Context: an optimization exercise on an open-source flow, tuned for small area, a short achievable clock period and few clock cycles per item. The choices shown serve that exercise and are no tape-out recipe.
Where RTL was checked, it was by simulation tests only, not by an equivalence proof against the original.
Function not checked in runs 1 and 2: the RTL went through the layout flow alone.
Power and IR drop assume default switching activity.

$ cat flow/design.v
`default_nettype none
package rieu_pkg;
  localparam int unsigned XLEN = 32;
  localparam logic [5:0] OP_SPECIAL = 6'h00;
  localparam logic [5:0] OP_REGIMM  = 6'h01;
  localparam logic [5:0] OP_J       = 6'h02;
  localparam logic [5:0] OP_JAL     = 6'h03;
  localparam logic [5:0] OP_BEQ     = 6'h04;
  localparam logic [5:0] OP_BNE     = 6'h05;
  localparam logic [5:0] OP_BLEZ    = 6'h06;
  localparam logic [5:0] OP_BGTZ    = 6'h07;
  localparam logic [5:0] OP_ADDI    = 6'h08;
  localparam logic [5:0] OP_ADDIU   = 6'h09;
  localparam logic [5:0] OP_SLTI    = 6'h0A;
  localparam logic [5:0] OP_ANDI    = 6'h0C;
  localparam logic [5:0] OP_ORI     = 6'h0D;
  localparam logic [5:0] OP_XORI    = 6'h0E;
  localparam logic [5:0] OP_LUI     = 6'h0F;
  localparam logic [5:0] OP_LB      = 6'h20;
  localparam logic [5:0] OP_LH      = 6'h21;
  localparam logic [5:0] OP_LW      = 6'h23;
  localparam logic [5:0] OP_SB      = 6'h28;
  localparam logic [5:0] OP_SH      = 6'h29;
  localparam logic [5:0] OP_SW      = 6'h2B;
  localparam logic [5:0] FN_SLL     = 6'h00;
  localparam logic [5:0] FN_SRL     = 6'h02;
  localparam logic [5:0] FN_SRA     = 6'h03;
  localparam logic [5:0] FN_JR      = 6'h08;
  localparam logic [5:0] FN_JALR    = 6'h09;
  localparam logic [5:0] FN_SYSCALL = 6'h0C;
  localparam logic [5:0] FN_MFHI    = 6'h10;
  localparam logic [5:0] FN_MTHI    = 6'h11;
  localparam logic [5:0] FN_MFLO    = 6'h12;
  localparam logic [5:0] FN_MTLO    = 6'h13;
  localparam logic [5:0] FN_MULT    = 6'h18;
  localparam logic [5:0] FN_MULTU   = 6'h19;
  localparam logic [5:0] FN_DIV     = 6'h1A;
  localparam logic [5:0] FN_DIVU    = 6'h1B;
  localparam logic [5:0] FN_ADD     = 6'h20;
  localparam logic [5:0] FN_ADDU    = 6'h21;
  localparam logic [5:0] FN_SUB     = 6'h22;
  localparam logic [5:0] FN_SUBU    = 6'h23;
  localparam logic [5:0] FN_AND     = 6'h24;
  localparam logic [5:0] FN_OR      = 6'h25;
  localparam logic [5:0] FN_XOR     = 6'h26;
  localparam logic [5:0] FN_NOR     = 6'h27;
  localparam logic [5:0] FN_SLT     = 6'h2A;
  localparam logic [31:0] EXIT_CODE = 32'h0000_000A;
  typedef enum logic [1:0] {
    LONG_NONE = 2'd0,
    LONG_MUL  = 2'd1,
    LONG_DIV  = 2'd2
  } long_e;
  typedef struct packed {
    logic  load;
    long_e long_op;
    logic  start;
    logic  step;
    logic  finish;
  } ctl_t;
  typedef struct packed {
    logic  last;
    long_e long_op;
  } sts_t;
endpackage
`default_nettype wire
`default_nettype none
import rieu_pkg::*;
module risc_integer_execute_unit_core #(
  parameter int unsigned Xlen = rieu_pkg::XLEN
) (
  input  wire logic            clk_i,
  input  wire logic            rst_ni,
  input  wire logic            in_valid_i,
  output logic                 in_ready_o,
  input  wire logic [5:0]      mode_i,
  input  wire logic [5:0]      function_code_i,
  input  wire logic [Xlen-1:0] operand_a_i,
  input  wire logic [Xlen-1:0] operand_b_i,
  input  wire logic [15:0]     immediate_i,
  input  wire logic [4:0]      shift_amount_i,
  input  wire logic [Xlen-1:0] syscall_code_i,
  output logic                 out_valid_o,
  input  wire logic            out_ready_i,
  output logic [Xlen-1:0]      result_o,
  output logic                 result_valid_o,
  output logic [Xlen-1:0]      hi_value_o,
  output logic [Xlen-1:0]      lo_value_o,
  output logic                 halt_o,
  output logic                 unsupported_o
);
  logic [31:0] hi_q, lo_q, res_q;
  logic        hix_q;                     
  logic        vld_q, halt_q, uns_q, ov_q, busy_q;
  logic        p_mul_q, p_fix_q, p_pre_q, p_div_q, p_post_q;
  logic [5:0]  cnt_q;                     
  logic        bp_q;                      
  logic        lead_q;                    
  logic        msgn_q, na_q, nb_q;
  wire [31:0] a = operand_a_i;
  wire [31:0] b = operand_b_i;
  wire [5:0]  fn = function_code_i;
  wire        spec = (mode_i == OP_SPECIAL);
  logic is_add, is_sub, is_slt, is_and, is_or, is_xor, is_nor, is_sll, is_srl, is_sra;
  logic is_mfhi, is_mflo, is_mthi, is_mtlo, is_mul, is_div, is_sys, is_nop;
  logic is_addi, is_slti, is_andi, is_ori, is_xori, is_lui, known;
  always_comb begin
    is_add = 0; is_sub = 0; is_slt = 0; is_and = 0; is_or = 0; is_xor = 0; is_nor = 0;
    is_sll = 0; is_srl = 0; is_sra = 0; is_mfhi = 0; is_mflo = 0; is_mthi = 0; is_mtlo = 0;
    is_mul = 0; is_div = 0; is_sys = 0; is_nop = 0;
    is_addi = 0; is_slti = 0; is_andi = 0; is_ori = 0; is_xori = 0; is_lui = 0;
    if (spec) begin
      case (fn)
        FN_SLL: is_sll = 1;
        FN_SRL: is_srl = 1;
        FN_SRA: is_sra = 1;
        FN_JR, FN_JALR: is_nop = 1;
        FN_SYSCALL: is_sys = 1;
        FN_MFHI: is_mfhi = 1;
        FN_MTHI: is_mthi = 1;
        FN_MFLO: is_mflo = 1;
        FN_MTLO: is_mtlo = 1;
        FN_MULT, FN_MULTU: is_mul = 1;
        FN_DIV, FN_DIVU: is_div = 1;
        FN_ADD, FN_ADDU: is_add = 1;
        FN_SUB, FN_SUBU: is_sub = 1;
        FN_AND: is_and = 1;
        FN_OR:  is_or = 1;
        FN_XOR: is_xor = 1;
        FN_NOR: is_nor = 1;
        FN_SLT: is_slt = 1;
        default: ;
      endcase
    end else begin
      case (mode_i)
        OP_REGIMM, OP_J, OP_JAL, OP_BEQ, OP_BNE, OP_BLEZ, OP_BGTZ: is_nop = 1;
        OP_ADDI, OP_ADDIU, OP_LB, OP_LH, OP_LW, OP_SB, OP_SH, OP_SW: is_addi = 1;
        OP_SLTI: is_slti = 1;
        OP_ANDI: is_andi = 1;
        OP_ORI:  is_ori = 1;
        OP_XORI: is_xori = 1;
        OP_LUI:  is_lui = 1;
        default: ;
      endcase
    end
    known = is_add | is_sub | is_slt | is_and | is_or | is_xor | is_nor | is_sll | is_srl |
            is_sra | is_mfhi | is_mflo | is_mthi | is_mtlo | is_mul | is_div | is_sys |
            is_nop | is_addi | is_slti | is_andi | is_ori | is_xori | is_lui;
  end
  wire        sub  = busy_q | (spec ? fn[1] : (~mode_i[5] & mode_i[1]));
  wire [31:0] xa   = a & {32{~busy_q}};
  wire [31:0] ya   = busy_q ? (p_pre_q ? res_q : hi_q)
                            : (spec ? b : {{16{immediate_i[15]}}, immediate_i});
  wire [32:0] sum  = {1'b0, xa} + {1'b0, ya ^ {32{sub}}} + {32'h0, sub};
  wire        lt   = (a[31] ^ ya[31]) ? a[31] : sum[31];
  wire [31:0] yl   = spec ? b : {16'h0, immediate_i};
  logic [31:0] sh_in, sh_out, sh_rev, b_rev;
  always_comb begin
    for (int i = 0; i < 32; i++) b_rev[i] = b[31-i];
    sh_in  = is_sll ? b_rev : b;
    sh_out = $unsigned($signed({is_sra & b[31], sh_in}) >>> shift_amount_i);
    for (int i = 0; i < 32; i++) sh_rev[i] = sh_out[31-i];
  end
  wire s_sum = is_add | is_sub | is_addi;
  wire s_lt  = is_slt | is_slti;
  wire s_and = is_and | is_andi;
  wire s_or  = is_or | is_ori;
  wire s_xor = is_xor | is_xori;
  wire s_srx = is_srl | is_sra;
  wire s_b   = is_mul | is_div;              
  wire [31:0] alu =
      ({32{s_sum}}   & sum[31:0]) |
      ({32{s_lt}}    & {31'h0, lt}) |
      ({32{s_and}}   & (a & yl)) |
      ({32{s_or}}    & (a | yl)) |
      ({32{s_xor}}   & (a ^ yl)) |
      ({32{is_nor}}  & ~(a | yl)) |
      ({32{is_lui}}  & {immediate_i, 16'h0}) |
      ({32{is_sll}}  & sh_rev) |
      ({32{s_srx}}   & sh_out) |
      ({32{is_mfhi}} & hi_q) |
      ({32{is_mflo}} & lo_q) |
      ({32{s_b}}     & b);
  wire vld_d = s_sum | s_lt | s_and | s_or | s_xor | is_nor | is_lui | is_sll | s_srx |
               is_mfhi | is_mflo;
  wire div0      = (b == 32'h0);
  wire start_mul = is_mul;
  wire start_div = is_div & !div0;
  wire sgn       = ~fn[0];                           
  assign in_ready_o = !busy_q && (!ov_q || out_ready_i);
  wire accept = in_valid_i && in_ready_o;
  wire        bneg = msgn_q & res_q[31];
  wire [36:0] bx   = {{5{bneg}}, res_q};
  wire [36:0] bx2  = {bx[35:0], 1'b0};
  wire d0_neg = lo_q[1] & ~(lo_q[0] & bp_q);
  wire d0_one = lo_q[0] ^ bp_q;
  wire d0_two = (lo_q[1] & ~lo_q[0] & ~bp_q) | (~lo_q[1] & lo_q[0] & bp_q);
  wire d1_neg = lo_q[3] & ~(lo_q[2] & lo_q[1]);
  wire d1_one = lo_q[2] ^ lo_q[1];
  wire d1_two = (lo_q[3] & ~lo_q[2] & ~lo_q[1]) | (~lo_q[3] & lo_q[2] & lo_q[1]);
  wire [36:0] acc = {{4{hix_q}}, hix_q, hi_q};
  wire [36:0] e_x = ({37{p_mul_q | p_fix_q}} & acc) |
                    ({37{p_div_q}} & {4'h0, hi_q, lo_q[31]});
  wire        n0  = (p_mul_q & d0_neg) | p_div_q | p_pre_q | p_post_q;
  wire [36:0] m0  = ({37{p_mul_q & d0_one}} & bx) |
                    ({37{p_mul_q & d0_two}} & bx2) |
                    ({37{p_fix_q | p_div_q}} & {5'h0, res_q}) |
                    ({37{p_pre_q | p_post_q}} & {5'h0, lo_q});
  wire [36:0] e_y = m0 ^ {37{n0}};
  wire        n1  = p_mul_q & d1_neg;
  wire [36:0] m1  = ({37{p_mul_q & d1_one}} & bx) |
                    ({37{p_mul_q & d1_two}} & bx2);
  wire [36:0] e_z = {(m1[34:0] ^ {35{n1}}), n1, n0};
  wire [36:0] cs_s = e_x ^ e_y ^ e_z;
  wire [36:0] cs_c = (e_x & e_y) | (e_x & e_z) | (e_y & e_z);
  wire [36:0] es   = cs_s + {cs_c[35:0], n1} + {36'h0, n1};
  wire mskip = (lo_q[11:0] == {12{bp_q}}) && (cnt_q >= 6'd12);
  wire dlt   = (hi_q < {8'h0, res_q[31:8]});
  wire dskip = (cnt_q >= 6'd8) && ((lead_q && lo_q[31:24] == 8'h0) || dlt);
  wire dq    = ~es[36];                      
  logic [31:0] hi_d, lo_d, res_d;
  logic        hix_d, bp_d, lead_d, fin;
  logic        p_mul_d, p_fix_d, p_div_d, p_post_d;
  logic [5:0]  cnt_d;
  always_comb begin
    hi_d = hi_q; lo_d = lo_q; res_d = res_q; hix_d = hix_q; bp_d = bp_q; lead_d = lead_q;
    cnt_d = cnt_q; fin = 1'b0;
    p_mul_d = 1'b0; p_fix_d = 1'b0; p_div_d = 1'b0; p_post_d = 1'b0;
    if (p_mul_q) begin
      if (mskip) begin
        {hix_d, hi_d, lo_d} = {{12{hix_q}}, hix_q, hi_q, lo_q[31:12]};
        cnt_d = cnt_q - 6'd12;
        bp_d  = lo_q[11];
      end else begin
        {hix_d, hi_d} = es[36:4];
        lo_d = {es[3:0], lo_q[31:4]};
        bp_d = lo_q[3];
        cnt_d = cnt_q - 6'd4;
      end
      if (cnt_d == 6'd0) begin
        if (!msgn_q && bp_d) p_fix_d = 1'b1;
        else fin = 1'b1;
      end else begin
        p_mul_d = 1'b1;
      end
    end
    if (p_fix_q) begin
      hi_d = es[31:0];
      fin = 1'b1;
    end
    if (p_pre_q) begin
      if (na_q) lo_d = es[31:0];
      if (nb_q) res_d = sum[31:0];
      p_div_d = 1'b1;
    end
    if (p_div_q) begin
      if (dskip) begin
        {hi_d, lo_d} = {hi_q[23:0], lo_q, 8'h0};
        lead_d = lead_q && (lo_q[31:24] == 8'h0);    
        cnt_d = cnt_q - 6'd8;
      end else begin
        lead_d = 1'b0;
        hi_d = dq ? es[31:0] : {hi_q[30:0], lo_q[31]};
        lo_d = {lo_q[30:0], dq};
        cnt_d = cnt_q - 6'd1;
      end
      if (cnt_d == 6'd0) begin
        if (na_q | nb_q) p_post_d = 1'b1;
        else fin = 1'b1;
      end else begin
        p_div_d = 1'b1;
      end
    end
    if (p_post_q) begin
      if (na_q ^ nb_q) lo_d = es[31:0];
      if (na_q) hi_d = sum[31:0];
      fin = 1'b1;
    end
  end
  always_ff @(posedge clk_i or negedge rst_ni) begin
    if (!rst_ni) begin
      hi_q   <= '0;
      lo_q   <= '0;
      ov_q   <= 1'b0;
      busy_q <= 1'b0;
    end else begin
      if (accept) begin
        ov_q   <= !(start_mul | start_div);
        busy_q <= start_mul | start_div;
        if (start_mul | start_div) begin
          hi_q <= '0;
          lo_q <= a;
        end
        if (is_mthi) hi_q <= a;
        if (is_mtlo) lo_q <= a;
      end else if (busy_q) begin
        hi_q <= hi_d;
        lo_q <= lo_d;
        if (fin) begin
          busy_q <= 1'b0;
          ov_q   <= 1'b1;
        end
      end else if (out_ready_i) begin
        ov_q <= 1'b0;
      end
    end
  end
  always_ff @(posedge clk_i) begin
    if (accept) begin
      res_q    <= alu;
      vld_q    <= vld_d;
      halt_q   <= is_sys && (syscall_code_i == EXIT_CODE);
      uns_q    <= !known;
      hix_q    <= 1'b0;
      bp_q     <= 1'b0;
      lead_q   <= 1'b1;
      msgn_q   <= is_mul & sgn;
      na_q     <= is_div & sgn & a[31];
      nb_q     <= is_div & sgn & b[31];
      p_mul_q  <= start_mul;
      p_pre_q  <= start_div & sgn & (a[31] | b[31]);
      p_div_q  <= start_div & ~(sgn & (a[31] | b[31]));
      p_fix_q  <= 1'b0;
      p_post_q <= 1'b0;
      cnt_q    <= 6'd32;
    end else if (busy_q) begin
      res_q    <= res_d;
      hix_q    <= hix_d;
      bp_q     <= bp_d;
      lead_q   <= lead_d;
      cnt_q    <= cnt_d;
      p_mul_q  <= p_mul_d;
      p_fix_q  <= p_fix_d;
      p_pre_q  <= 1'b0;
      p_div_q  <= p_div_d;
      p_post_q <= p_post_d;
    end
  end
  assign out_valid_o    = ov_q;
  assign result_o       = res_q & {32{vld_q}};
  assign result_valid_o = vld_q;
  assign hi_value_o     = hi_q;
  assign lo_value_o     = lo_q;
  assign halt_o         = halt_q;
  assign unsupported_o  = uns_q;
endmodule
`default_nettype wire
$ cat flow/constraint.sdc
create_clock -name core_clock -period 6.0 [get_ports {clk_i}]
set_input_delay 1.2000 -clock core_clock [delete_from_list [all_inputs] [get_ports {clk_i}]]
set_output_delay 1.2000 -clock core_clock [all_outputs]
set_load 0.01 [all_outputs]
$ cat flow/config.mk
export PLATFORM = sky130hd
export DESIGN_NAME = risc_integer_execute_unit_core
export DESIGN_NICKNAME = risc_integer_execute_unit_core
export VERILOG_FILES = /design/flow/design.v
export SDC_FILE = /design/flow/constraint.sdc
export NUM_CORES = 4
export LEC_CHECK = 0
export CAP_MARGIN = 20
export CORE_MARGIN = 2
export CORE_UTILIZATION = 35
export GPL_TIMING_DRIVEN = 0
export PLACE_DENSITY = 0.45
export SETUP_SLACK_MARGIN = 1.2
export SLEW_MARGIN = 20
$ cat flow/run.sh
#!/bin/bash
# synth_recipe.tcl (not shown) runs the flow's synth.tcl, then flattens the netlist and writes it again
# the make line also repeats each setting of config.mk as NAME=value (left out here)
make -C /OpenROAD-flow-scripts/flow DESIGN_CONFIG=/design/flow/config.mk WORK_HOME=/design/flow/orfs CLKGATE_MAP_FILE= SYNTH_SCRIPT=/design/flow/synth_recipe.tcl finish
==> results.json, run 1 <==
{
  "drt-total-wl_um": 178000,
  "worstPathArrival_ns": 6.01,
  "drc": 0,
  "p_leak_nw": 13.1,
  "worstHoldPathCells": 2,
  "place_inst": 4205,
  "num-fill-cells": 6259,
  "cts_max_level": 4,
  "endpoint_kind": "register",
  "synth-main-ff-cell": "dfrtp_1",
  "fin_setup_tns_ns": 0,
  "start_util_pct": 35.4,
  "place_congestion": 1.07,
  "antenna_found_initial": 16,
  "ctsHoldBuffers": 0,
  "path_max_fanout": 10,
  "relSlewSlack_pct": 8.59,
  "fin_cells": 4453,
  "synthDistinctLibCells": 95,
  "hold_violations": 0,
  "cp_cell_sequence": "buf_8 > clkbuf_4 > a21boi_4 > buf_4 > o211ai_1 > xnor2_1 > fa_1 > inv_1 > ha_1 > nand2_1 > nor3_1 > nor3_2 > o21ai_4 > xnor2_4 > buf_12 > and2_4 > a222oi_1 > a211oi_2 > a21o_1",
  "grt_max_degree": 45,
  "yosys_warnings": 1,
  "overflow": 0,
  "cts_tree": "done",
  "rsz0062_at_grt": "true",
  "timing.final.crit_share_pct": 93.8,
  "maxSlewViolCount": 0,
  "critPathKind": "register to register",
  "setup_viol": 0,
  "cts_made_buffers": 17,
  "peakVddDrop_mv": 0.719,
  "drv_cap": 0,
  "clk_latency_ns": 0.53,
  "syn_area_per_cell_um2": 7.32,
  "fin_nets": 3902,
  "via_per_inst": 7.11,
  "mappedNetlistNets": 3452,
  "layout_min_cycle_time_ns": 5.63,
  "ant_nets": 0,
  "finalPower_mw": 21.1,
  "drive_gt1_share_pct": 21.9,
  "skew_ns": 0.0221,
  "die_area_mm2": 0.0673,
  "drt-wirelength-per-cell_um": 40.0,
  "synth_edf_count": 41,
  "reg2reg_depth": 19,
  "hpwl_um": 133000,
  "max_slew.worst_pin.slew_ns": 1.37,
  "die_w_um": 259,
  "syn_to_final_growth_pct": 41.5,
  "synth_seq_cells": 118,
  "rows": 93,
  "pin_count": 234,
  "grt_pass1_wl_um": 240000,
  "async_flop_share_pct": 55.9,
  "powerDensity_mw_per_mm2": 652,
  "max_stage_delay_ns": 0.96,
  "whs_ns": 0.495,
  "hp-class": "register to register",
  "firstDrtPassIters": 11,
  "vias": 31700,
  "ys_seq_area_share_pct": 13.6,
  "final_util_pct": 50.1,
  "core_mm2": 0.0645,
  "syn_area_mm2": 0.0228,
  "grtUsageTotal_pct": 51.2,
  "startpoint_type": "register",
  "io_buffers": 228,
  "syn_inst": 3120,
  "status": "no timing/DRC/antenna violations",
  "clkTransAtPathRegs_ns": 0.07,
  "die_h_um": 259,
  "grt_pass1_vias": 29900,
  "slowest_stage": "o211ai_1",
  "max_freq_mhz": 178,
  "drtIter0Drc": 5587,
  "clk_path_buf_depth": 2,
  "worstPathRequired_ns": 6.38,
  "cts-root-buf": "clkbuf_16",
  "cts.sinks": 118
}
[power by group]
group          total, mW  switching [mW]  internal (mW)
clock network       1.09           0.532          0.555
logic               18.6            11.0           7.61
registers           1.41           0.407           1.00
total               21.1            11.9           9.17
[flip-flops by register name, summed over array words and instances (netlist names), 6 cells and up]
signal and flops:
hi_q 32, res_q 32, cnt_q 6, lo_q 32
[routing by layer]
metal | GRT usage [%] | routed length [um] | up-vias | part of all wire [%]
met5 | 0 | 26 | - | 0.015
met1 | 57.9 | 61100 | 15300 | 34
met2 | 76.0 | 74400 | 2903 | 42
li1 | - | - | 12500 | -
met4 | 42.4 | 18900 | 4 | 11
met3 | 19.8 | 23400 | 984 | 13
[placed cells by master, fill, tap and decap left out, types with 19 or more instances in the layout]
master / n
nand2_1: 320
clkdlybuf4s50_1: 215
nor2_1: 195
a21oi_1: 187
inv_1: 186
buf_4: 158
mux2i_1: 158
clkbuf_1: 144
ha_1: 131
o21ai_0: 128
xnor2_1: 107
a22oi_1: 97
a222oi_1: 75
dfrtp_1: 64
nand3_1: 58
and2_1: 55
a211oi_1: 49
a21oi_2: 45
nor3_1: 44
a21o_1: 43
edfxtp_1: 41
clkbuf_2: 40
a31oi_1: 37
o21ai_1: 35
o211ai_1: 33
buf_6: 33
fa_1: 33
a221oi_1: 31
clkbuf_16: 29
buf_12: 29
nand4_1: 26
o22ai_1: 25
nor2b_1: 23
ha_4: 23
o21ai_2: 21
nor4_1: 21
clkbuf_8: 20
nand2b_1: 19
[worst max-delay path: cells and delay by family (launching register included)]
kind            cells  cell delay, ns
compound gates      6            2.30
xor+xnor            2            0.39
fa+ha+maj           2            0.95
buf+inv             5            0.71
flops               1            0.49
simple gates        4            0.63
[final cells by class]
| type | count | area [um2] | area share [%] |
|---|---|---|---|
| inverters | 197 | 739 | 2.29 |
| repair buffers | 431 | 4280 | 13.2 |
| flip-flops and latches | 118 | 3110 | 9.62 |
| plain buffers | 287 | 1880 | 5.83 |
| well taps | 855 | 1070 | 3.31 |
| clock inverters | 12 | 93.8 | 0.290 |
| clock buffers | 20 | 458 | 1.42 |
| diodes | 15 | 37.5 | 0.116 |
| multi-input cells | 2518 | 20600 | 63.9 |
[what timing repair did]
action / CTS / global route
resized for setup: 508 / 300
gates cloned: 5 / 1
pin swaps: 155 / 178
endpoints found under the hold margin: 0 / 0
endpoints found under the setup margin: 117 / 125
buffers inserted: 109 / 86
[synthesized netlist by cell type, types with 12 or more instances]
cell         n  area (um2)
and3_1      16         100
a21oi_1    246        1230
buf_1       33         124
a22oi_1    107         803
edfxtp_1    41        1230
o21ai_0    180         901
o31ai_1     16         120
a221oi_1    44         385
mux2_2      20         225
clkbuf_1   234         878
o22ai_1     32         200
buf_2       13        65.1
o211ai_1    33         248
nand2b_1    19         119
fa_1        36         721
nand4_1     26         163
and2_1      58         363
mux2i_1    178        1780
a22o_1      14         123
nor4_1      23         144
o221ai_1    18         158
a21o_1      46         345
a221o_1     15         150
nor3_1      54         270
nand2_1    334        1250
xnor2_1    139        1220
dfrtp_1     66        1650
a31oi_1     43         269
nor2_1     205         769
a211oi_1    68         510
ha_1       163        2040
a2111oi_0   12         105
o31a_1      16         140
nor2b_1     28         175
xor2_1      34         298
nand3_1     58         290
a222oi_1    75         751
inv_1      194         728
[cell families after synthesis]
logic type                 count (synthesis)  synth area share (%)
AOI/OAI and AO/OA                       1079                  32.6
and+or+nand+nor                          858                  17.2
buffers and inverters                    484                  8.16
muxes                                    207                  9.53
adders and majority gates                199                  12.1
xor gates and xnor gates                 175                  6.83
DFF                                      118                  13.6
[final timing paths]
check | startpoint | to | slack, ns
worst max-delay path | p_mul_q | lo_q[0] | 0.37
worst min-delay path | lead_q | lead_q | 0.49
worst max register to register | p_mul_q | lo_q[0] | 0.37
worst min register to register | lead_q | lead_q | 0.49
max in group asynchronous | rst_ni | lo_q[0] | 4.68
min in group asynchronous | rst_ni | hi_q[6] | 0.63
[per-stage QoR]
stage,setup WS [ns],area [um2]
after CTS,0.599,30200
final,0.372,32300
after global routing,0.357,32300
after global placement,-1.59,26500
after floorplan,1.17,23100
after detailed placement,-1.62,26500
==> inputs of run 2 (changes only) <==
==> flow/flow/run.sh (new file) <==
#!/bin/bash
# The standard layout, with a 1x buffer (instead of the default delay buffer) on every port.
set -euo pipefail
export BUFFER_PORTS_ARGS="-buffer_cell sky130_fd_sc_hd__buf_1"
bash standard.sh > standard_make.log 2>&1
==> flow/standard.sh (new file) <==
#!/bin/bash
# synth_recipe.tcl (not shown) runs the flow's synth.tcl, then flattens the netlist and writes it again
# the make line also repeats each setting of config.mk as NAME=value (left out here)
make -C /OpenROAD-flow-scripts/flow DESIGN_CONFIG=/design/flow/config.mk WORK_HOME=/design/flow/orfs CLKGATE_MAP_FILE= SYNTH_SCRIPT=/design/flow/synth_recipe.tcl "${@:-finish}"
removed: flow/run.sh
==> run 2 against run 1 <==
  * The layout now fails its checks (capacitance limit)
  * Clock power about the same
  * Via count is 1.1% lower
  * Register-to-register slack better by 0.14 ns
  * Sequential cell count stayed put
  * Fmax rose by 2.6%
  * First-iteration DRC count fell by 8.6%
  * Combinational power is essentially flat
  * Synthesized cell count unchanged
  * Critical path type unchanged
  * Largest cell class unchanged
==> results.json, run 2 <==
{
  "status": "complete, but fails checks",
  "check.faults": "capacitance limit",
  "cts_tree": "done",
  "hp-class": "register to register",
  "rows": 93,
  "ys_seq_area_share_pct": 13.6,
  "synth_edf_count": 41,
  "die_area_mm2": 0.0673,
  "max_freq_mhz": 182,
  "regArea_mm2": 0.00311,
  "yosysTopAreaCell": "ha_1",
  "worstPathArrival_ns": 5.86,
  "syn_area_mm2": 0.0228,
  "maxSlewViolCount": 0,
  "grt_pass1_wl_um": 233000,
  "setup_viol": 0,
  "synth_seq_cells": 118,
  "fin_cells": 4454,
  "die_w_um": 259,
  "drt-wirelength-per-cell_um": 39.1,
  "final_area_mm2": 0.0308,
  "hold_violations": 0,
  "synth.area.top_cells": "ha_1 8.9%, mux2i_1 7.8%, dfrtp_1 7.2%, nand2_1 5.5%, a21oi_1 5.4%",
  "io_buffers": 228,
  "endpoint_kind": "register",
  "drv_cap": 1,
  "yosys_warnings": 1,
  "hpwl_um": 132000,
  "antenna_found_initial": 23,
  "drc": 0,
  "via_per_inst": 7.03,
  "final_cell_mix": "316 x nand2_1, 240 x buf_1, 195 x nor2_1",
  "worstPathRequired_ns": 6.38,
  "p_leak_nw": 12.5,
  "place_congestion": 1.10,
  "path_max_fanout": 8,
  "clk_path_buf_depth": 2,
  "ant_nets": 0,
  "vias": 31300,
  "skew_ns": 0.0123,
  "startpoint_type": "register",
  "overflow": 0,
  "peakVddDrop_mv": 0.665,
  "cts-root-buf": "clkbuf_16",
  "grtUsageTotal_pct": 49.7,
  "core_mm2": 0.0645,
  "syn_area_per_cell_um2": 7.32,
  "firstDrtPassIters": 13,
  "cts.sinks": 118,
  "num-fill-cells": 6508,
  "ctsHoldBuffers": 0,
  "syn_to_final_growth_pct": 34.8,
  "clkTransAtPathRegs_ns": 0.07,
  "yosys.cell_count.top_type": "nand2_1",
  "reg_top3": "hi_q: 32 flops, lo_q: 32 flops, res_q: 32 flops",
  "start_util_pct": 35.4,
  "drive_gt1_share_pct": 21.2,
  "relSlewSlack_pct": 0.447,
  "grt_pass1_vias": 29300,
  "pin_count": 234,
  "grt_max_degree": 30,
  "synth-main-ff-cell": "dfrtp_1",
  "synthTopCellsByCount": "334 x nand2_1, 246 x a21oi_1, 234 x clkbuf_1, 205 x nor2_1, 194 x inv_1",
  "powerDensity_mw_per_mm2": 686,
  "synthDominantCellAreaShare_pct": 8.93,
  "cts_max_level": 4,
  "drt-total-wl_um": 174000,
  "dpl_cell_area_mm2": 0.0251,
  "timing.final.crit_share_pct": 91.4,
  "fin_nets": 3902,
  "whs_ns": 0.494,
  "mappedNetlistNets": 3452,
  "cts_made_buffers": 17,
  "rsz0062_at_grt": "true",
  "syn_inst": 3120,
  "max_slew.worst_pin.slew_ns": 1.49,
  "layout_min_cycle_time_ns": 5.48,
  "async_flop_share_pct": 55.9,
  "synthDistinctLibCells": 95,
  "final_common_cell": "nand2_1",
  "place_inst": 4206,
  "critPathKind": "register to register",
  "clk_latency_ns": 0.50,
  "multi_input_area_mm2": 0.0205,
  "die_h_um": 259,
  "drtIter0Drc": 5108
}
[run 2: kinds of logic after synthesis]
kind of cell,after synthesis,share of synthesized area [%]
flops,118,13.6
buf+inv,484,8.16
xor+xnor,175,6.83
fa+ha+maj,199,12.1
simple gates,858,17.2
mux,207,9.53
compound gates,1079,32.6
[run 2: critical path, cell delays in order, from the launching register on]
cell and delay, ns:
edfxtp_1 0.53, buf_6 0.20, a211o_4 0.42, clkbuf_16 0.21, a222oi_1 0.33, xnor2_1 0.21, fa_1 0.59, inv_1 0.07
ha_1 0.29, clkbuf_8 0.16, nand2_4 0.06, or3_1 0.39, o211ai_1 0.28, a21oi_4 0.08, o21ai_4 0.21, xnor2_4 0.22
mux2_4 0.36, a221oi_4 0.39, a211oi_2 0.06, a221o_1 0.31
[run 2: area by class of cell]
type                       count  share of cell area (%)
multi-input combinational   2518                    66.7
clock inverter                15                   0.427
clock buffer                  17                    1.38
timing repair buffer         431                    9.31
inverter                     197                    2.41
buffer                       287                    6.10
sequential                   118                    10.1
antenna                       16                   0.130
tap                          855                    3.47
[run 2: final timing paths]
check                        start       end  slack [ns]  depth (start not counted)
max in group asynchronous   rst_ni   lo_q[1]        4.59                          3
min in group asynchronous   rst_ni   hi_q[4]        0.61                          1
max reg2reg                p_mul_q  hi_q[15]        0.52                         19
max                        p_mul_q  hi_q[15]        0.52                         19
min                         lead_q    lead_q        0.49                          2
min reg2reg                 lead_q    lead_q        0.49                          2
[run 2: power breakdown]
| group | switching [mW] | internal, mW | total, mW |
|---|---|---|---|
| registers | 0.391 | 1.00 | 1.40 |
| logic | 11.0 | 7.67 | 18.7 |
| clock network | 0.490 | 0.568 | 1.06 |
| total | 11.9 | 9.24 | 21.1 |
[run 2: metrics by stage]
| step | setup WS (ns) | utilization [%] | setup TNS [ns] | power, mW |
|---|---|---|---|---|
| floorplan | 1.17 | - | 0 | 7.49 |
| global placement | -1.53 | 38.8 | -51.58 | 11.9 |
| detailed placement | -1.63 | 38.9 | -54.31 | 12.0 |
| CTS | 0.708 | 44.2 | 0 | 16.8 |
| global route | 0.481 | 47.7 | 0 | 21.3 |
| finish | 0.516 | 47.8 | 0 | 21.1 |
[run 2: timing repair]
action                     in CTS  in global routing
gates resized for setup       428                358
cloned                          9                  3
setup endpoints to repair      99                 95
pin swaps                     128                186
buffers inserted               98                 89
[run 2: metal layers]
layer | global-route usage, % | share of wire, % | up-vias | wire [um]
met5 | 0 | 0.040 | - | 69
met4 | 43.9 | 11 | 12 | 18500
met3 | 16.1 | 12 | 905 | 21000
met2 | 73.9 | 42 | 2633 | 72800
met1 | 57.2 | 35 | 15300 | 61800
li1 | - | - | 12500 | -
==> inputs of run 3 (changes only) <==
--- a/flow/design.v
+++ b/flow/design.v
@@ -92,7 +92,7 @@
   logic [31:0] hi_q, lo_q, res_q;
   logic        hix_q;                     
   logic        vld_q, halt_q, uns_q, ov_q, busy_q;
-  logic        p_mul_q, p_fix_q, p_pre_q, p_div_q, p_post_q;
+  logic        p_mul_q, p_fix_q, p_pre_q, p_div_q, p_nq_q, p_nr_q;
   logic [5:0]  cnt_q;                     
   logic        bp_q;                      
   logic        lead_q;                    
@@ -149,7 +149,7 @@
   end
   wire        sub  = busy_q | (spec ? fn[1] : (~mode_i[5] & mode_i[1]));
   wire [31:0] xa   = a & {32{~busy_q}};
-  wire [31:0] ya   = busy_q ? (p_pre_q ? res_q : hi_q)
+  wire [31:0] ya   = busy_q ? res_q
                             : (spec ? b : {{16{immediate_i[15]}}, immediate_i});
   wire [32:0] sum  = {1'b0, xa} + {1'b0, ya ^ {32{sub}}} + {32'h0, sub};
   wire        lt   = (a[31] ^ ya[31]) ? a[31] : sum[31];
@@ -201,11 +201,12 @@
   wire [36:0] acc = {{4{hix_q}}, hix_q, hi_q};
   wire [36:0] e_x = ({37{p_mul_q | p_fix_q}} & acc) |
                     ({37{p_div_q}} & {4'h0, hi_q, lo_q[31]});
-  wire        n0  = (p_mul_q & d0_neg) | p_div_q | p_pre_q | p_post_q;
+  wire        n0  = (p_mul_q & d0_neg) | p_div_q | p_pre_q | p_nq_q | p_nr_q;
   wire [36:0] m0  = ({37{p_mul_q & d0_one}} & bx) |
                     ({37{p_mul_q & d0_two}} & bx2) |
                     ({37{p_fix_q | p_div_q}} & {5'h0, res_q}) |
-                    ({37{p_pre_q | p_post_q}} & {5'h0, lo_q});
+                    ({37{p_pre_q | p_nq_q}} & {5'h0, lo_q}) |
+                    ({37{p_nr_q}} & {5'h0, hi_q});
   wire [36:0] e_y = m0 ^ {37{n0}};
   wire        n1  = p_mul_q & d1_neg;
   wire [36:0] m1  = ({37{p_mul_q & d1_one}} & bx) |
@@ -220,12 +221,12 @@
   wire dq    = ~es[36];                      
   logic [31:0] hi_d, lo_d, res_d;
   logic        hix_d, bp_d, lead_d, fin;
-  logic        p_mul_d, p_fix_d, p_div_d, p_post_d;
+  logic        p_mul_d, p_fix_d, p_div_d, p_nq_d, p_nr_d;
   logic [5:0]  cnt_d;
   always_comb begin
     hi_d = hi_q; lo_d = lo_q; res_d = res_q; hix_d = hix_q; bp_d = bp_q; lead_d = lead_q;
     cnt_d = cnt_q; fin = 1'b0;
-    p_mul_d = 1'b0; p_fix_d = 1'b0; p_div_d = 1'b0; p_post_d = 1'b0;
+    p_mul_d = 1'b0; p_fix_d = 1'b0; p_div_d = 1'b0; p_nq_d = 1'b0; p_nr_d = 1'b0;
     if (p_mul_q) begin
       if (mskip) begin
         {hix_d, hi_d, lo_d} = {{12{hix_q}}, hix_q, hi_q, lo_q[31:12]};
@@ -265,15 +266,20 @@
         cnt_d = cnt_q - 6'd1;
       end
       if (cnt_d == 6'd0) begin
-        if (na_q | nb_q) p_post_d = 1'b1;
+        if (na_q ^ nb_q) p_nq_d = 1'b1;
+        else if (na_q) p_nr_d = 1'b1;
         else fin = 1'b1;
       end else begin
         p_div_d = 1'b1;
       end
     end
-    if (p_post_q) begin
-      if (na_q ^ nb_q) lo_d = es[31:0];
-      if (na_q) hi_d = sum[31:0];
+    if (p_nq_q) begin                        
+      lo_d = es[31:0];
+      if (na_q) p_nr_d = 1'b1;
+      else fin = 1'b1;
+    end
+    if (p_nr_q) begin                        
+      hi_d = es[31:0];
       fin = 1'b1;
     end
   end
@@ -321,7 +327,8 @@
       p_pre_q  <= start_div & sgn & (a[31] | b[31]);
       p_div_q  <= start_div & ~(sgn & (a[31] | b[31]));
       p_fix_q  <= 1'b0;
-      p_post_q <= 1'b0;
+      p_nq_q   <= 1'b0;
+      p_nr_q   <= 1'b0;
       cnt_q    <= 6'd32;
     end else if (busy_q) begin
       res_q    <= res_d;
@@ -333,7 +340,8 @@
       p_fix_q  <= p_fix_d;
       p_pre_q  <= 1'b0;
       p_div_q  <= p_div_d;
-      p_post_q <= p_post_d;
+      p_nq_q   <= p_nq_d;
+      p_nr_q   <= p_nr_d;
     end
   end
   assign out_valid_o    = ov_q;
--- a/flow/config.mk
+++ b/flow/config.mk
@@ -5,10 +5,12 @@
 export SDC_FILE = /design/flow/constraint.sdc
 export NUM_CORES = 4
 export LEC_CHECK = 0
-export CAP_MARGIN = 20
+export CAP_MARGIN = 30
+export CELL_PAD_IN_SITES_DETAIL_PLACEMENT = 1
+export CELL_PAD_IN_SITES_GLOBAL_PLACEMENT = 1
 export CORE_MARGIN = 2
 export CORE_UTILIZATION = 35
 export GPL_TIMING_DRIVEN = 0
-export PLACE_DENSITY = 0.45
-export SETUP_SLACK_MARGIN = 1.2
+export PLACE_DENSITY = 0.5
+export SETUP_SLACK_MARGIN = 0.3
 export SLEW_MARGIN = 20
==> run 3 against run 2 <==
  * Now clean on timing, DRC and antenna
  * Final cell count down 4.0%
  * Cell area shrank 13%
  * Sequential share of layout area grew 1.6 points
  * Register-to-register slack got worse by 0.24 ns
  * Area after synthesis down 1.7%
  * Via count down 4.1%
  * Worst setup slack lost 0.24 ns
  * Combinational power fell by about 30%
  * Synthesized cell count fell by 0.87%
  * Highest routed layer is now met4
  * Non-clock buffer count shrank 162
  * Total power decreased by 25%
  * Clock-buffer cell count increased by 2
  * Critical endpoint is now hi_q[21]
==> results.json, run 3 <==
{
  "hold_violations": 0,
  "vias": 30000,
  "p_leak_nw": 11.1,
  "antenna_found_initial": 5,
  "p_sw_mw": 10.1,
  "synth-compound-area-share_pct": 31.7,
  "final_area_mm2": 0.0267,
  "power_frac_seq_pct": 9.9,
  "peakVddDrop_mv": 0.478,
  "ff2ff_setup_slack_ns": 0.28,
  "die_w_um": 257,
  "hp-start": "lead_q",
  "grtUsageTotal_pct": 49.8,
  "syn_area_mm2": 0.0225,
  "cpLargestDelayFamily": "compound AO/OA/AOI/OAI gates",
  "path_max_fanout": 10,
  "die_area_mm2": 0.0662,
  "mappedNetlistNets": 3425,
  "ys_seq_area_share_pct": 13.9,
  "syn_area_per_cell_um2": 7.26,
  "yosysTopAreaCell": "ha_1",
  "clock_power_share_pct": 7.6,
  "place_congestion": 1.08,
  "start_util_pct": 35.5,
  "hp-class": "register to register",
  "layout_min_cycle_time_ns": 5.72,
  "rr_startpoint": "lo_q[0]",
  "rsz0062_at_grt": "true",
  "cts_made_buffers": 17,
  "synthTopCellsByCount": "383 x nand2_1, 279 x a21oi_1, 248 x nor2_1, 205 x o21ai_0, 200 x inv_1",
  "cts-root-buf": "clkbuf_16",
  "switching_share_pct": 63.7,
  "clk_path_buf_depth": 2,
  "endpoint_kind": "register",
  "synthXorXnorAreaFrac_pct": 6.55,
  "crit_top_cell": "nand2_1",
  "yosys_warnings": 1,
  "max_stage_delay_ns": 0.56,
  "rows": 92,
  "reg2reg_depth": 24,
  "cts.sinks": 119,
  "worstHoldEndpoint": "lead_q",
  "maxSlewViolCount": 0,
  "slowest_stage": "fa_1",
  "async_flop_share_pct": 55.5,
  "finalPower_mw": 15.9,
  "synth_edf_count": 41,
  "powerDensity_mw_per_mm2": 596,
  "synth-main-ff-cell": "dfrtp_1",
  "grt_max_degree": 30,
  "drc": 0,
  "internal_power_mw": 5.77,
  "synthDominantCellAreaShare_pct": 9.08,
  "synth.area.top_cells": "ha_1 9.1%, dfrtp_1 7.4%, nand2_1 6.4%, a21oi_1 6.2%, edfxtp_1 5.5%",
  "core_mm2": 0.0632,
  "startpoint_type": "register",
  "worstPathRequired_ns": 6.39,
  "yosys.cell_count.top_type": "nand2_1",
  "max_freq_mhz": 175,
  "synth_seq_cells": 119,
  "max_slew.worst_pin.slew_ns": 1.15,
  "critPathKind": "register to register",
  "pin_count": 234,
  "via_per_inst": 7.02,
  "grt_pass1_wl_um": 232000,
  "fin_nets": 3743,
  "reg_top3": "hi_q: 32 flops, lo_q: 32 flops, res_q: 32 flops",
  "drt-wirelength-per-cell_um": 39.8,
  "yosys.area_share.simple_pct": 19.1,
  "muxShareOfSynthArea_pct": 8.52,
  "firstDrtPassIters": 9,
  "drtIter0Drc": 4401,
  "drv_cap": 0,
  "worstHoldPathCells": 2,
  "status": "no timing/DRC/antenna violations",
  "clkTransAtPathRegs_ns": 0.08,
  "skew_ns": 0.0268,
  "worstPathArrival_ns": 6.12,
  "r2r-end": "hi_q[21]",
  "ant_nets": 0,
  "timing.final.crit_share_pct": 95.4,
  "critPathBufInv": 5,
  "setup_viol": 0,
  "overflow": 0,
  "final_common_cell": "nand2_1",
  "die_h_um": 257,
  "cts_max_level": 4,
  "p_comb_share_pct": 82.5,
  "syn_inst": 3093,
  "dpl_cell_area_mm2": 0.0246,
  "clk_latency_ns": 0.53,
  "relSlewSlack_pct": 23.3,
  "ctsHoldBuffers": 0,
  "drt-total-wl_um": 170000,
  "synth-adder-area-share_pct": 12.3,
  "grt_pass1_vias": 29500,
  "drive_gt1_share_pct": 11.1,
  "synthDistinctLibCells": 106,
  "syn_to_final_growth_pct": 18.8,
  "synth_top_family_by_area": "compound AO/OA/AOI/OAI gates",
  "final_cell_mix": "377 x nand2_1, 263 x a21oi_1, 254 x buf_1",
  "cp_cell_sequence": "buf_4 > nor2_1 > nand2_1 > o21ai_0 > and2_1 > clkbuf_2 > clkbuf_4 > nand2_1 > nand2_1 > xnor2_1 > fa_1 > inv_1 > ha_2 > o21a_1 > o311ai_2 > a21o_2 > o311ai_4 > a2111oi_4 > buf_4 > xnor2_2 > nand2_1 > a31oi_1 > o21ai_0 > a31oi_4",
  "cts_tree": "done",
  "io_buffers": 229,
  "hpwl_um": 133000
}
[run 3: cell types whose count changed after synthesis, sizes merged, moves of 38 or more]
cell	before	now
a222oi	75	34
nand2	334	387
mux2i	178	120
a211oi	69	30
a21oi	247	285
nor2	205	251
[run 3: power groups by stage]
stage	combinational, mW	clock, mW	sequential, mW
3_3_place_gp	10.2	0	1.53
2_1_floorplan	5.84	0	1.32
4_1_cts	11.5	1.19	1.52
5_1_grt	13.3	1.21	1.55
3_5_place_dp	10.5	0	1.54
6_report	13.1	1.21	1.57
[run 3: how the worst max path moves through the flow]
stage,start,end,slack [ns],cells after the start
2_1_floorplan,mode_i[3],res_q[28],0.76,19
3_3_place_gp,p_div_q,hi_q[21],-1.73,20
3_5_place_dp,mode_i[1],res_q[29],-1.97,21
4_1_cts,p_pre_q,hi_q[21],0.26,20
5_1_grt,mode_i[0],res_q[31],0.19,23
6_report,lo_q[0],hi_q[21],0.28,24
[run 3: metrics by stage]
stage	worst slack, ns	setup TNS (ns)	util [%]	hold slack (ns)	std cells
floorplan	0.757	0	-	0.432	3093
global route	0.193	0	42.2	0.527	4270
finish	0.279	0	42.2	0.492	4276
detailed placement	-1.97	-67.80	38.9	0.471	4188
global placement	-1.73	-75.92	38.6	0.442	4168
CTS	0.265	0	41.1	0.490	4244
[run 3: worst min-delay path, delay by kind of cell (launching register included)]
kind             cells  cell delay, ns
and+or+nand+nor      2            0.13
DFF                  1            0.33
[run 3: logic make-up (layout without fill, tap and decap cells)]
logic type	Yosys count	in the layout
adder cells (fa/ha/maj)	199	199
multiplexers	156	156
buffers and inverters	460	791
AO/OA/AOI/OAI	1051	1051
AND/OR/NAND/NOR	940	940
other	0	6
XOR/XNOR	168	168
flip-flops	119	119
[run 3: routing by layer]
metal	part of all wire, %	global-route usage [%]
met1	36	58.8
met3	11	12.0
met2	43	75.7
met4	11	43.0
met5	0	0
[run 3: layout make-up]
class | instances | area, um2
Timing Repair Buffer | 299 | 1520
Fill cell | 7968 | 36500
Inverter | 203 | 762
Multi-Input combinational cell | 2514 | 18400
Buffer | 257 | 1200
Antenna cell | 6 | 15.0
Clock inverter | 13 | 145
Sequential cell | 119 | 3120
Tap cell | 846 | 1060
Clock buffer | 19 | 475
[run 3: what timing repair did]
| item | in CTS | in global routing |
|---|---|---|
| gates resized for setup | 149 | 128 |
| endpoints found under the setup margin | 77 | 49 |
| hold endpoints to repair | 0 | 0 |
| pin swaps | 21 | 43 |
| setup buffers | 24 | 20 |
Testbench counts of run 3, summed over its fixed seeds: cycles 29,781, items 16,000.
==> inputs of run 4 (changes only) <==
--- a/flow/config.mk
+++ b/flow/config.mk
@@ -10,7 +10,7 @@
 export CELL_PAD_IN_SITES_GLOBAL_PLACEMENT = 1
 export CORE_MARGIN = 2
 export CORE_UTILIZATION = 35
-export GPL_TIMING_DRIVEN = 0
+export GPL_TIMING_DRIVEN = 1
 export PLACE_DENSITY = 0.5
 export SETUP_SLACK_MARGIN = 0.3
 export SLEW_MARGIN = 20
==> run 4 against run 3 <==
  * Still clean on timing, DRC and antenna
  * Fmax is 1.6% higher
  * Combinational power decreased by 9%
  * Sequential cell count unchanged
  * Largest cell class unchanged
==> results.json, run 4 <==
{
  "cts_made_buffers": 17,
  "finalPower_mw": 14.5,
  "yosys_warnings": 1,
  "place_ws_ns": -0.0875,
  "worstPathRequired_ns": 6.37,
  "endpoint_kind": "register",
  "crit_path_start": "lo_q[0]",
  "p_leak_nw": 11.2,
  "synthTopCellsByCount": "383 x nand2_1, 279 x a21oi_1, 248 x nor2_1, 205 x o21ai_0, 200 x inv_1",
  "syn_to_final_growth_pct": 16.7,
  "whs_ns": 0.482,
  "worstHoldPathCells": 2,
  "cts.sinks": 119,
  "cts_max_level": 4,
  "powerDensity_mw_per_mm2": 552,
  "timing.final.crit_share_pct": 93.9,
  "place_congestion": 1.08,
  "skew_ns": 0.0235,
  "drt-wirelength-per-cell_um": 35.8,
  "final_cell_mix": "380 x nand2_1, 275 x a21oi_1, 241 x nor2_1",
  "syn_area_mm2": 0.0225,
  "ys_seq_area_share_pct": 13.9,
  "max_freq_mhz": 178,
  "drtIter0Drc": 4111,
  "layout_min_cycle_time_ns": 5.63,
  "async_flop_share_pct": 55.5,
  "via_per_inst": 6.78,
  "clkTransAtPathRegs_ns": 0.07,
  "hold_violations": 0,
  "rr_startpoint": "lo_q[0]",
  "mappedNetlistNets": 3425,
  "reg2reg_depth": 19,
  "grt_pass1_vias": 28200,
  "clock_power_share_pct": 7.4,
  "drt-total-wl_um": 150000,
  "synthDominantCellAreaShare_pct": 9.08,
  "synth_seq_cells": 119,
  "yosys.cell_count.top_type": "nand2_1",
  "syn_inst": 3093,
  "grt_pass1_wl_um": 211000,
  "rsz0062_at_grt": "true",
  "drive_gt1_share_pct": 12.5,
  "grt_max_degree": 99,
  "overflow": 0,
  "power_frac_seq_pct": 10.1,
  "antenna_found_initial": 4,
  "vias": 28400,
  "final_common_cell": "nand2_1",
  "syn_area_per_cell_um2": 7.26,
  "switching_share_pct": 61.4,
  "synth_edf_count": 41,
  "status": "no timing/DRC/antenna violations",
  "peakVddDrop_mv": 0.514,
  "cp_cell_sequence": "ha_4 > a211o_1 > buf_6 > a222oi_1 > nand2_1 > xnor2_1 > fa_1 > inv_1 > ha_2 > nand2_2 > a211oi_4 > and3_1 > a31oi_4 > a211o_4 > a21oi_4 > o21ai_2 > o311ai_2 > a211oi_1 > a221o_1",
  "grtUsageTotal_pct": 44.2,
  "hpwl_um": 115000,
  "core_mm2": 0.0632,
  "startpoint_type": "register",
  "cp-endpoint": "hi_q[22]",
  "pin_count": 234,
  "die_h_um": 257,
  "path_max_fanout": 25,
  "drc": 0,
  "rows": 92,
  "synth.area.top_cells": "ha_1 9.1%, dfrtp_1 7.4%, nand2_1 6.4%, a21oi_1 6.2%, edfxtp_1 5.5%",
  "drv_cap": 0,
  "p_sw_mw": 8.88,
  "relSlewSlack_pct": 28.4,
  "reg_top3": "hi_q: 32 flops, lo_q: 32 flops, res_q: 32 flops",
  "maxSlewViolCount": 0,
  "max_slew.worst_pin.slew_ns": 1.07,
  "firstDrtPassIters": 6,
  "fin_nets": 3664,
  "critPathKind": "register to register",
  "max_stage_delay_ns": 0.60,
  "slowest_stage": "a222oi_1",
  "fin_setup_tns_ns": 0,
  "die_w_um": 257,
  "setup_viol": 0,
  "ctsHoldBuffers": 0,
  "start_util_pct": 35.5,
  "cts-root-buf": "clkbuf_16",
  "ant_nets": 0,
  "setup_ws_ns": 0.367,
  "synth-main-ff-cell": "dfrtp_1",
  "die_area_mm2": 0.0662,
  "ff2ff_setup_slack_ns": 0.37,
  "cts_tree": "done",
  "synthDistinctLibCells": 106,
  "io_buffers": 233,
  "yosysTopAreaCell": "ha_1",
  "hp-class": "register to register",
  "p_comb_share_pct": 82.5,
  "clk_path_buf_depth": 2,
  "worstPathArrival_ns": 6.00,
  "internal_power_mw": 5.58,
  "final_util_pct": 41.5,
  "clk_latency_ns": 0.51,
  "r2r-end": "hi_q[22]"
}
run 4: kinds of logic after synthesis:
kind of cell,count (synthesis),synth area share (%)
flops,119,13.9
simple gates,940,19.1
mux,156,8.52
compound gates,1051,31.7
fa+ha+maj,199,12.3
buf+inv,460,7.95
xor+xnor,168,6.55
run 4: critical path: cells and delay by family, from the launching register on:
| kind | cells | cell delay, ns |
|---|---|---|
| and+or+nand+nor | 3 | 0.53 |
| DFF | 1 | 0.42 |
| buffers and inverters | 2 | 0.23 |
| adders and majority gates | 3 | 1.18 |
| xor gates and xnor gates | 1 | 0.18 |
| AOI/OAI and AO/OA | 10 | 2.93 |
run 4: per-stage QoR:
step / cell area (um2) / instances
after global routing: 26200 / 4191
after floorplan: 22500 / 3093
after detailed placement: 25300 / 4147
after CTS: 26000 / 4186
final: 26200 / 4192
after global placement: 25300 / 4145
run 4: layout make-up:
class / count / area [um2]
multi-input combinational: 2515 / 17800
clock inverter: 12 / 91.3
tap: 846 / 1060
timing repair buffer: 476 / 2860
antenna: 1 / 2.50
sequential: 119 / 3130
fill: 7906 / 37000
clock buffer: 20 / 479
inverter: 203 / 762
run 4: per-layer routing:
layer | GRT usage (%) | wire [um]
met1 | 54.5 | 57800
met2 | 68.1 | 64200
met3 | 11.0 | 15400
met4 | 29.5 | 12500
met5 | 0 | 22
run 4: timing repair:
item / CTS / global route
gates resized for setup: 16 / 31
hold endpoints to repair: 0 / 0
setup buffers: 6 / 3
pin swaps: 7 / 14
cloned: 1 / 0
setup endpoints to repair: 32 / 47
run 4: power by group through the flow:
stage / registers, mW / logic, mW / clock network (mW)
detailed placement: 1.43 / 10.8 / 0
CTS: 1.41 / 11.1 / 1.07
floorplan: 1.32 / 5.84 / 0
finish: 1.46 / 11.9 / 1.07
global route: 1.45 / 12.4 / 1.10
global placement: 1.43 / 10.7 / 0
run 4: how the worst min path moves through the flow:
stage                      start     end  slack [ns]
after floorplan           lead_q  lead_q        0.43
after global placement    lead_q  lead_q        0.45
after detailed placement  lead_q  lead_q        0.46
after CTS                 lead_q  lead_q        0.48
after global routing      lead_q  lead_q        0.50
final                     lead_q  lead_q        0.48
==> inputs of run 5 (changes only) <==
--- a/flow/design.v
+++ b/flow/design.v
@@ -168,19 +168,24 @@
   wire s_xor = is_xor | is_xori;
   wire s_srx = is_srl | is_sra;
   wire s_b   = is_mul | is_div;              
+  wire t11 = s_and | s_or | s_b;
+  wire t10 = s_or | s_xor;
+  wire t01 = s_or | s_xor | s_b;
+  wire t00 = is_nor;
+  logic [31:0] lg;
+  always_comb
+    for (int i = 0; i < 32; i++)
+      lg[i] = a[i] ? (yl[i] ? t11 : t10) : (yl[i] ? t01 : t00);
   wire [31:0] alu =
       ({32{s_sum}}   & sum[31:0]) |
       ({32{s_lt}}    & {31'h0, lt}) |
-      ({32{s_and}}   & (a & yl)) |
-      ({32{s_or}}    & (a | yl)) |
-      ({32{s_xor}}   & (a ^ yl)) |
-      ({32{is_nor}}  & ~(a | yl)) |
+      lg |
       ({32{is_lui}}  & {immediate_i, 16'h0}) |
       ({32{is_sll}}  & sh_rev) |
       ({32{s_srx}}   & sh_out) |
       ({32{is_mfhi}} & hi_q) |
       ({32{is_mflo}} & lo_q) |
-      ({32{s_b}}     & b);
+      32'h0;
   wire vld_d = s_sum | s_lt | s_and | s_or | s_xor | is_nor | is_lui | is_sll | s_srx |
                is_mfhi | is_mflo;
   wire div0      = (b == 32'h0);
==> run 5 against run 4 <==
  * Worst hold slack improved by 0.019 ns
  * Combinational power rose by 23%
  * First-iteration DRC count fell by 26%
  * Sequential power rose by 3%
  * Synthesized cell count fell by 6.2%
  * Die area fell by 2.7%
  * Sequential cell count did not move
  * Critical path type unchanged
  * Largest cell class unchanged
==> results.json, run 5 <==
{
  "synth_seq_cells": 119,
  "final_common_cell": "nand2_1",
  "ctsHoldBuffers": 0,
  "async_flop_share_pct": 55.5,
  "io_buffers": 233,
  "dpl_cell_area_mm2": 0.0244,
  "powerDensity_mw_per_mm2": 677,
  "vias": 27200,
  "core_mm2": 0.0617,
  "die_w_um": 254,
  "place_congestion": 1.02,
  "reg_top3": "hi_q: 32 flops, lo_q: 32 flops, res_q: 32 flops",
  "startpoint_type": "register",
  "yosys.cell_count.top_type": "nand2_1",
  "p_comb_share_pct": 85.1,
  "synthDistinctLibCells": 104,
  "drt-total-wl_um": 141000,
  "drtIter0Drc": 3040,
  "crit_top_cell": "nand2_1",
  "pin_count": 234,
  "rows": 91,
  "clk_latency_ns": 0.50,
  "grt_pass1_vias": 26900,
  "fin_setup_tns_ns": 0,
  "internal_power_mw": 6.74,
  "hp-class": "register to register",
  "final_util_pct": 41.0,
  "hpwl_um": 108000,
  "critPathKind": "register to register",
  "syn_area_mm2": 0.0218,
  "yosys_warnings": 1,
  "drv_cap": 0,
  "max_freq_mhz": 178,
  "clk_path_buf_depth": 2,
  "syn_inst": 2901,
  "firstDrtPassIters": 15,
  "maxSlewViolCount": 0,
  "via_per_inst": 6.84,
  "ys_seq_area_share_pct": 14.3,
  "synth-main-ff-cell": "dfrtp_1",
  "drc": 0,
  "synth_edf_count": 41,
  "timing.final.crit_share_pct": 93.4,
  "relSlewSlack_pct": 25.0,
  "start_util_pct": 35.4,
  "layout_min_cycle_time_ns": 5.60,
  "final_cell_mix": "372 x nand2_1, 250 x a21oi_1, 234 x buf_4",
  "power_frac_seq_pct": 8.7,
  "status": "no timing/DRC/antenna violations",
  "endpoint_kind": "register",
  "drive_gt1_share_pct": 14.3,
  "critPathBufInv": 2,
  "worstPathArrival_ns": 5.97,
  "p_leak_nw": 10.3,
  "synthDominantCellAreaShare_pct": 7.57,
  "cts-root-buf": "clkbuf_16",
  "p_sw_mw": 10.4,
  "grtUsageTotal_pct": 43.1,
  "num-fill-cells": 7702,
  "ant_nets": 0,
  "cts.sinks": 119,
  "peakVddDrop_mv": 0.383,
  "max_stage_delay_ns": 0.62,
  "cts_tree": "done",
  "cpLargestDelayFamily": "compound AO/OA/AOI/OAI gates",
  "path_max_fanout": 17,
  "final_area_mm2": 0.0253,
  "die_area_mm2": 0.0644,
  "mappedNetlistNets": 3169,
  "switching_share_pct": 60.7,
  "grt_pass1_wl_um": 198000,
  "worstPathRequired_ns": 6.37,
  "synthTopCellsByCount": "373 x nand2_1, 253 x a21oi_1, 212 x clkbuf_1, 188 x nor2_1, 135 x o21ai_0",
  "die_h_um": 254,
  "grt_max_degree": 67,
  "drt-wirelength-per-cell_um": 35.6,
  "yosysTopAreaCell": "dfrtp_1",
  "fin_nets": 3379,
  "cp_cell_sequence": "ha_1 > a211o_4 > buf_4 > a222oi_1 > nand2_1 > xnor2_1 > fa_1 > inv_1 > ha_1 > or2_2 > o311ai_1 > o21ai_1 > xor2_2 > nand2_1 > nand2_1 > a221oi_1 > a21oi_1",
  "clock_power_share_pct": 6.2,
  "setup_viol": 0,
  "slowest_stage": "o311ai_1",
  "syn_area_per_cell_um2": 7.53,
  "cts_made_buffers": 17,
  "fin_cells": 3967,
  "antenna_found_initial": 4,
  "syn_to_final_growth_pct": 15.9,
  "overflow": 0,
  "max_slew.worst_pin.slew_ns": 1.09,
  "cts_max_level": 4,
  "rsz0062_at_grt": "true",
  "place_inst": 3912,
  "finalPower_mw": 17.1,
  "synth.area.top_cells": "dfrtp_1 7.6%, mux4_2 6.7%, nand2_1 6.4%, a21oi_1 5.8%, ha_1 5.7%",
  "hold_violations": 0,
  "skew_ns": 0.0104,
  "clkTransAtPathRegs_ns": 0.07
}
run 5: cell type report:
cell class	count	area (um2)	area share [%]
multi-input cells	2375	17400	68.6
flip-flops and latches	119	3130	12.4
repair buffers	472	2720	10.7
well taps	837	1050	4.14
inverters	126	473	1.87
clock buffers	17	425	1.68
clock inverters	15	130	0.514
diodes	6	15.0	0.0593
run 5: kinds of logic (layout without fill, tap and decap cells):
group                      Yosys count  count (layout)  synth area share (%)
AOI/OAI and AO/OA                  968             970                  30.3
and+or+nand+nor                    913             913                  19.7
buffers and inverters              409             630                  7.48
muxes                              181             181                  12.1
xor gates and xnor gates           176             176                  7.06
adders and majority gates          135             135                  8.98
DFF                                119             119                  14.3
other                                0               6                     0
run 5: what timing repair did:
action | 4_1_cts | 5_1_grt
pin swaps | 1 | 4
gates resized for setup | 8 | 34
setup buffers | 0 | 13
cloned | 0 | 2
setup endpoints to repair | 29 | 40
run 5: worst paths after layout:
path,endpoint,start,slack (ns),depth (start not counted)
worst min-delay path,lead_q,lead_q,0.50,2
max in group asynchronous,lo_q[20],rst_ni,4.62,3
worst min register to register,lead_q,lead_q,0.50,2
min in group asynchronous,lo_q[8],rst_ni,0.74,2
worst max register to register,hi_q[18],lo_q[0],0.40,17
worst max-delay path,hi_q[18],lo_q[0],0.40,17
run 5: through the flow:
stage / setup slack (ns) / hold WS, ns
4_1_cts: 0.280 / 0.500
5_1_grt: 0.275 / 0.505
2_1_floorplan: 0.373 / 0.441
3_3_place_gp: 0.0432 / 0.455
6_report: 0.395 / 0.501
3_5_place_dp: 0.0218 / 0.480
run 5: worst register-to-register path, cell delays in order, from the launching register on:
cell      delay [ns]
dfrtp_1         0.38
ha_1            0.34
a211o_4         0.46
buf_4           0.19
a222oi_1        0.47
nand2_1         0.14
xnor2_1         0.18
fa_1            0.52
inv_1           0.04
ha_1            0.25
or2_2           0.33
o311ai_1        0.62
o21ai_1         0.30
xor2_2          0.62
nand2_1         0.12
nand2_1         0.09
a221oi_1        0.07
a21oi_1         0.34
run 5: power groups by stage:
| stage | clock network, mW | logic [mW] | registers, mW |
|---|---|---|---|
| after floorplan | 0 | 7.43 | 1.33 |
| after global placement | 0 | 13.3 | 1.47 |
| after detailed placement | 0 | 13.4 | 1.47 |
| after CTS | 1.06 | 13.6 | 1.46 |
| after global routing | 1.09 | 15.2 | 1.49 |
| final | 1.06 | 14.6 | 1.50 |
run 5: per-layer routing:
metal	global-route usage (%)	routed length (um)
met3	11.1	14100
met5	0	40
met2	66.2	61200
met1	53.1	54500
met4	28.8	11400
Testbench counts of run 5, summed over its fixed seeds: cycles 29,781, items 16,000.
==> inputs of run 6 (changes only) <==
--- a/flow/config.mk
+++ b/flow/config.mk
@@ -10,6 +10,8 @@
 export CELL_PAD_IN_SITES_GLOBAL_PLACEMENT = 1
 export CORE_MARGIN = 2
 export CORE_UTILIZATION = 35
+export CTS_BUF_LIST = sky130_fd_sc_hd__clkbuf_4 sky130_fd_sc_hd__clkbuf_8
+export CTS_CLUSTER_SIZE = 20
 export GPL_TIMING_DRIVEN = 1
 export PLACE_DENSITY = 0.5
 export SETUP_SLACK_MARGIN = 0.3
==> run 6 against run 5 <==
  * Sequential cell count stayed put
  * Sequential power about the same
  * Clock power fell by 26%
  * Die area is the same
  * Worst hold slack improved by 0.0051 ns
  * Clock skew up 0.0077 ns
  * Combinational power about the same
  * Critical path depth up 1
  * Register-to-register slack about the same
  * Critical path type unchanged
  * Largest cell class unchanged
  * Highest routed layer unchanged
==> results.json, run 6 <==
{
  "synth_seq_cells": 119,
  "yosys.cell_count.top_type": "nand2_1",
  "hp-class": "register to register",
  "drtIter0Drc": 3136,
  "clk_path_buf_depth": 2,
  "synthTopCellsByCount": "373 x nand2_1, 253 x a21oi_1, 212 x clkbuf_1, 188 x nor2_1, 135 x o21ai_0",
  "peakVddDrop_mv": 0.386,
  "status": "no timing/DRC/antenna violations",
  "rr_startpoint": "lo_q[0]",
  "ant_nets": 0,
  "final_common_cell": "nand2_1",
  "drt-wirelength-per-cell_um": 35.7,
  "relSlewSlack_pct": 26.1,
  "synthDistinctLibCells": 104,
  "p_leak_nw": 10.2,
  "syn_area_mm2": 0.0218,
  "regArea_mm2": 0.00313,
  "final_cell_mix": "372 x nand2_1, 250 x a21oi_1, 227 x buf_1, 227 x buf_4, 183 x nor2_1",
  "fin_nets": 3372,
  "place_congestion": 1.02,
  "yosys_warnings": 1,
  "worstHoldPathCells": 2,
  "rows": 91,
  "die_h_um": 254,
  "worstPathRequired_ns": 6.48,
  "skew_ns": 0.0181,
  "die_w_um": 254,
  "clkTransAtPathRegs_ns": 0.09,
  "cts_tree": "done",
  "fin_setup_tns_ns": 0,
  "vias": 27100,
  "syn_area_per_cell_um2": 7.53,
  "synth_edf_count": 41,
  "timing.final.crit_share_pct": 93.5,
  "hp-start": "lead_q",
  "setup_viol": 0,
  "grt_pass1_wl_um": 198000,
  "cts-root-buf": "clkbuf_8",
  "crit_path_start": "lo_q[0]",
  "cts_made_buffers": 17,
  "powerDensity_mw_per_mm2": 673,
  "grtUsageTotal_pct": 43.1,
  "synth-main-ff-cell": "dfrtp_1",
  "drive_gt1_share_pct": 14.1,
  "drv_cap": 0,
  "groute.layer.met2.usage_pct": 66.6,
  "layout_min_cycle_time_ns": 5.61,
  "dpl_cell_area_mm2": 0.0244,
  "grt_util_met1_pct": 53.6,
  "max_freq_mhz": 178,
  "async_flop_share_pct": 55.5,
  "reg_top3": "hi_q: 32 flops, lo_q: 32 flops, res_q: 32 flops",
  "cts.sinks": 119,
  "via_per_inst": 6.84,
  "num-fill-cells": 7724,
  "hold_violations": 0,
  "grt_max_degree": 67,
  "mappedNetlistNets": 3169,
  "reg2reg_depth": 18,
  "finalPower_mw": 16.9,
  "final_area_mm2": 0.0251,
  "drc": 0,
  "maxSlewViolCount": 0,
  "synth.area.top_cells": "dfrtp_1 7.6%, mux4_2 6.7%, nand2_1 6.4%, a21oi_1 5.8%, ha_1 5.7%",
  "overflow": 0,
  "startpoint_type": "register",
  "pin_count": 234,
  "use_met3_pct": 10.1,
  "antenna_found_initial": 8,
  "critPathKind": "register to register",
  "multi_input_area_mm2": 0.0173,
  "worstPathArrival_ns": 6.09,
  "grt_pass1_vias": 26900,
  "clk_latency_ns": 0.58,
  "die_area_mm2": 0.0644,
  "yosysTopAreaCell": "dfrtp_1",
  "syn_to_final_growth_pct": 14.8,
  "ys_seq_area_share_pct": 14.3,
  "io_buffers": 233,
  "max_slew.worst_pin.slew_ns": 1.10,
  "firstDrtPassIters": 8,
  "syn_inst": 2901,
  "cts_max_level": 4,
  "path_max_fanout": 19,
  "core_mm2": 0.0617,
  "rsz0062_at_grt": "true",
  "synthDominantCellAreaShare_pct": 7.57,
  "drt-total-wl_um": 141000,
  "busiest_layer": "met2",
  "start_util_pct": 35.4,
  "hpwl_um": 108000,
  "endpoint_kind": "register"
}
## run 6: cell counts after synthesis
Identical to the previous run, type by type.
## run 6: timing repair
action | CTS | global route
endpoints found under the hold margin | 0 | 0
hold buffers | 0 | 0
resized for setup | 8 | 32
cloned | 0 | 1
setup endpoints to repair | 30 | 39
buffers inserted | 0 | 7
pin swaps | 1 | 4
## run 6: path summary, 6_finish.rpt
check / endpoint / slack (ns)
worst min-delay path: lead_q / 0.51
min in group asynchronous: lo_q[8] / 0.66
worst max-delay path: hi_q[15] / 0.39
worst max register to register: hi_q[15] / 0.39
worst min register to register: lead_q / 0.51
max in group asynchronous: hi_q[29] / 4.72
## run 6: power by group
| part | total (mW) | switching [mW] | internal (mW) | leakage, nW |
|---|---|---|---|---|
| Clock | 0.784 | 0.458 | 0.326 | 0.174 |
| Sequential | 1.50 | 0.427 | 1.07 | 1.30 |
| Combinational | 14.6 | 9.50 | 5.08 | 8.73 |
## run 6: cells by family (layout without fill, tap and decap cells)
group	after synthesis	count (layout)	synth area share, %
compound gates	968	969	30.3
simple gates	913	913	19.7
buf+inv	409	624	7.48
mux	181	181	12.1
xor+xnor	176	176	7.06
fa+ha+maj	135	135	8.98
flops	119	119	14.3
other cells	0	5	0
## run 6: routing by layer
| metal | part of all wire (%) | vias to the layer above | routed length, um |
|---|---|---|---|
| li1 | - | 11200 | - |
| met1 | 39 | 13600 | 55000 |
| met2 | 44 | 1751 | 61600 |
| met3 | 9.8 | 518 | 13900 |
| met4 | 7.7 | 4 | 10900 |
| met5 | 0.018 | - | 26 |
## run 6: per-stage QoR
| stage | hold slack (ns) | setup WS, ns | util [%] | std cells |
|---|---|---|---|---|
| after floorplan | 0.441 | 0.373 | - | 2901 |
| after global placement | 0.455 | 0.0432 | 39.5 | 3911 |
| after detailed placement | 0.480 | 0.0218 | 39.5 | 3912 |
| after CTS | 0.504 | 0.270 | 40.2 | 3944 |
| after global routing | 0.509 | 0.290 | 40.6 | 3955 |
| final | 0.507 | 0.392 | 40.6 | 3959 |
## run 6: final cells by class
type | instances | share of cell area, %
Antenna cell | 5 | 0.0499
Clock buffer | 17 | 0.934
Clock inverter | 15 | 0.519
Inverter | 126 | 1.89
Multi-Input combinational cell | 2374 | 69.2
Sequential cell | 119 | 12.5
Tap cell | 837 | 4.18
Timing Repair Buffer | 466 | 10.7
## run 6: worst max-delay path, stage by stage, from the launching register on
cell and delay, ns:
dfrtp_1 0.39, ha_1 0.34, a211o_4 0.48, a222oi_1 0.56
nand2_1 0.16, xnor2_1 0.18, fa_1 0.52, inv_1 0.04
ha_2 0.40, and3_1 0.27, nand2_1 0.15, nor3_1 0.21
o211ai_2 0.21, a211oi_4 0.32, o21ba_4 0.26, buf_4 0.21
nor2_1 0.31, o221ai_1 0.21, a41oi_1 0.26

Setup slack of run 6, layout unchanged: 0.392 ns with ideal ports, 0.392 ns with driving cells assumed (clock clkbuf_16, inputs buf_2), 0.023 ns with port delays also shifted by the 0.635 ns mid clock arrival.
